What follows belongs to an exercise in optimizing a design on an open flow for small area and a short achievable clock period; a production flow would make more cautious choices. Only simulation tests tie the RTL to the original design; equivalence was not proved. Power is estimated from default activity; no workload was simulated.

## reg_bank_32x32
module reg_bank_32x32
(
  input  logic                          clk,
  input  logic                          rst,
  input  logic                          wr_en,
  input  regfile_pkg::reg_addr_t        wr_addr,
  input  regfile_pkg::reg_data_t        wr_data,
  input  regfile_pkg::reg_addr_t        rs_addr,
  input  regfile_pkg::reg_addr_t        rt_addr,
  input  regfile_pkg::reg_addr_t        dbg_addr,
  output regfile_pkg::reg_data_t        rs_data,
  output regfile_pkg::reg_data_t        rt_data,
  output regfile_pkg::reg_data_t        dbg_data,
  output logic [WR_COUNT_W-1:0]         wr_count
);
  localparam bit OperandBypass = 1'b1;
  logic [NUM_REGS*DATA_W-1:0]      r_regs;
  logic [NUM_REGS-1:0]             r_valid;
  logic [WR_COUNT_W-1:0]           r_wr_count;
  logic                            w_wr_commit;
  logic [NUM_REGS-1:0]             w_wr_sel;
  regfile_pkg::reg_data_t          w_wr_data_n;
  assign w_wr_commit = wr_en && (wr_addr != '0);
  always_comb begin
    w_wr_sel = '0;
    for (int unsigned i = 1; i < NUM_REGS; i++) begin
      w_wr_sel[i] = wr_en && (wr_addr == ADDR_W'(i));
    end
  end
  assign r_regs[DATA_W-1:0] = '0;
  assign r_valid[0]         = 1'b0;
  for (genvar g = 1; g < NUM_REGS; g++) begin : g_reg
    always_ff @(posedge clk) begin
      if (w_wr_sel[g]) begin
        r_regs[g*DATA_W +: DATA_W] <= wr_data;
      end
    end
    always_ff @(posedge clk or posedge rst) begin
      if (rst) begin
        r_valid[g] <= 1'b0;
      end else if (w_wr_sel[g]) begin
        r_valid[g] <= 1'b1;
      end
    end
  end
  always_ff @(posedge clk or posedge rst) begin
    if (rst) begin
      r_wr_count <= '0;
    end else if (w_wr_commit) begin
      r_wr_count <= regfile_pkg::sat_inc(r_wr_count);
    end
  end
  assign wr_count = r_wr_count;
  assign w_wr_data_n = ~wr_data;
  reg_read_port #(
    .BYPASS   (OperandBypass)
  ) u_rs_port (
    .i_rst       (rst),
    .i_regs      (r_regs),
    .i_valid     (r_valid),
    .i_rd_addr   (rs_addr),
    .i_wr_en     (wr_en),
    .i_wr_addr   (wr_addr),
    .i_wr_data_n (w_wr_data_n),
    .o_rd_data   (rs_data)
  );
  reg_read_port #(
    .BYPASS   (OperandBypass)
  ) u_rt_port (
  ...
For scale: about 3800 cells after synthesis, about 170 I/O pins, about 50000 sq um of cells after synthesis.
==> flow/config.mk <==
export PLATFORM = sky130hd
export DESIGN_NAME = reg_bank_32x32
export DESIGN_NICKNAME = reg_bank_32x32
export VERILOG_FILES = /design/flow/design.v
export SDC_FILE = /design/flow/constraint.sdc
export NUM_CORES = 4
export LEC_CHECK = 0
export CAP_MARGIN = 20
export CORE_MARGIN = 2
export CORE_UTILIZATION = 35
export CTS_CLUSTER_DIAMETER = 75
export CTS_CLUSTER_SIZE = 24
export PLACE_DENSITY = 0.55
export SETUP_SLACK_MARGIN = 1.0
export SLEW_MARGIN = 20
export SYNTH_HIERARCHICAL = 1
export SYNTH_MINIMUM_KEEP_SIZE = 0
==> flow/constraint.sdc <==
create_clock -name core_clock -period 6.0 [get_ports {clk}]
set_input_delay 1.2000 -clock core_clock [delete_from_list [all_inputs] [get_ports {clk}]]
set_output_delay 1.2000 -clock core_clock [all_outputs]
set_load 0.01 [all_outputs]
standard.sh (not shown) runs the stock make flow with config.mk's settings and CLKGATE_MAP_FILE= SYNTH_SCRIPT=/design/flow/synth_recipe.tcl, a recipe that flattens the netlist after the stock synthesis.
==> flow/flow/run.sh <==
#!/bin/bash
# Own flow: the standard layout (standard.sh, all steps unchanged), with
# one difference: the input and output ports are buffered with buf_2 cells
# instead of the delay buffers that buffer_ports picks by default. Every
# port still gets its own buffer. make's full output goes to
# flow_standard.log in the work folder; each ORFS step keeps its own log
# under orfs/logs/.
set -euo pipefail
export BUFFER_PORTS_ARGS="-buffer_cell sky130_fd_sc_hd__buf_2"
bash standard.sh > flow_standard.log 2>&1
Then changed:
- CORE_UTILIZATION: 35 -> 45
- PLACE_DENSITY: 0.55 -> 0.62
- SETUP_SLACK_MARGIN: 1.0 -> 1.8
=>
- The new run went through all stages and came out clean
- clock skew stays flat
- clock power shrinks by roughly a tenth
- non-clock buffer count grows by 136
- maximum frequency grows by roughly a tenth
- global-route usage grows by 9.0 points
- area after synthesis is unchanged
- worst hold slack is worse by 16 ps
- critical path depth grows by 3
- sequential share of layout area shrinks by 4.0 points
Then changed:
- SETUP_SLACK_MARGIN: 1.8 -> 1.3
Result: The new run went through all stages and came out clean. Worst setup slack gets worse by 300 ps. Via count is lower by 2.6%. Synthesized cell count does not change. Total power shrinks by 2.2%. First-iteration DRC count increases by 21%. Global-route usage is lower by 1.5 points. Final area came out lower by 8.4%.
Then changed:
- CORE_UTILIZATION: 45 -> 35
- CTS_CLUSTER_DIAMETER: 75 -> 90
- CTS_CLUSTER_SIZE: 24 -> 30
- PLACE_DENSITY: 0.62 -> 0.55
- SETUP_SLACK_MARGIN: 1.3 -> 1.0
Effect: Routed wire length climbs by 5.0%; cell area is about the same; synthesized cell count is unchanged; first-iteration DRC count came out lower by 16%; sequential power barely changes; setup slack got worse by 280 ps; via count shrinks by 1.4%; clock skew is about the same; power shrinks by 1.8%; clock-buffer cell count fell by 16; core utilization fell by 11 points.
Then changed:
- CORE_UTILIZATION: 35 -> 45
- CTS_CLUSTER_DIAMETER: 90 -> 75
- CTS_CLUSTER_SIZE: 30 -> 24
- PLACE_DENSITY: 0.55 -> 0.62
- SETUP_SLACK_MARGIN: 1.0 -> 1.45
Routed wire length shrinks by a few percent. Hold slack is better by 7.9 ps. Final area grows slightly. Utilization grows by 12 points. Register-to-register slack is worse by 240 ps. Area after synthesis does not change. Final cell count shrinks by a few percent. Sequential share of layout area shrinks by 0.72 points. Non-clock buffer count grows by 3.
Then changed:
- CORE_UTILIZATION: 45 -> 35
- PLACE_DENSITY: 0.62 -> 0.55
- SETUP_SLACK_MARGIN: 1.45 -> 1.6
=> Critical path depth stays the same; cell area grows by about 6%; setup slack improved by 100 ps; global-route usage came out lower by 8.2 points; hold slack is worse by 33 ps; clock skew hardly moves; via count stays flat; combinational power came out higher by about 10%; routed wire length climbs by about 5.5%; first-iteration DRC count goes down by about 14%; die area increases by 28%.

## what the ideal ports hide
Ports are ideal in the flow. The routed layouts listed here were re-timed in OpenROAD. Step 1 sets driving cells, clkbuf_16 on the clock port and buf_2 on the other inputs (assumed; they add their load-dependent delay and slew). Step 2 also shifts input and output timing later by t, the mid clock arrival at the registers, as if the neighbouring blocks saw the same clock. Three values: no drivers, after step 1, after step 2; two values: the first two.
| run | shift t [ns] | setup WS [ns] | hold WS [ns] | clock arrival spread, ns | cell pins on the clock port's net |
|---|---|---|---|---|---|
| the first run | 0.778 | 0.870 / 0.683 / 0.683 | 0.515 / 0.515 / 0.515 | 0.041 / 0.041 | 1 |
| the second run | 0.799 | 1.487 / 1.315 / 1.315 | 0.499 / 0.499 / 0.499 | 0.043 / 0.043 | 1 |
| the third run | 0.813 | 1.186 / 1.143 / 1.143 | 0.523 / 0.523 / 0.523 | 0.043 / 0.044 | 1 |
| the fourth run | 0.798 | 0.908 / 0.750 / 0.750 | 0.515 / 0.515 / 0.515 | 0.034 / 0.033 | 1 |
| the fifth run | 0.810 | 1.319 / 1.286 / 1.286 | 0.523 / 0.523 / 0.523 | 0.041 / 0.041 | 1 |
| the sixth run | 0.774 | 1.421 / 1.259 / 1.259 | 0.490 / 0.490 / 0.490 | 0.045 / 0.044 | 1 |
After both steps setup and hold are still met in every run listed. The setup slack of the first run, which loses most, moves by -0.187 ns with the drivers and by -0.187 ns with both steps.
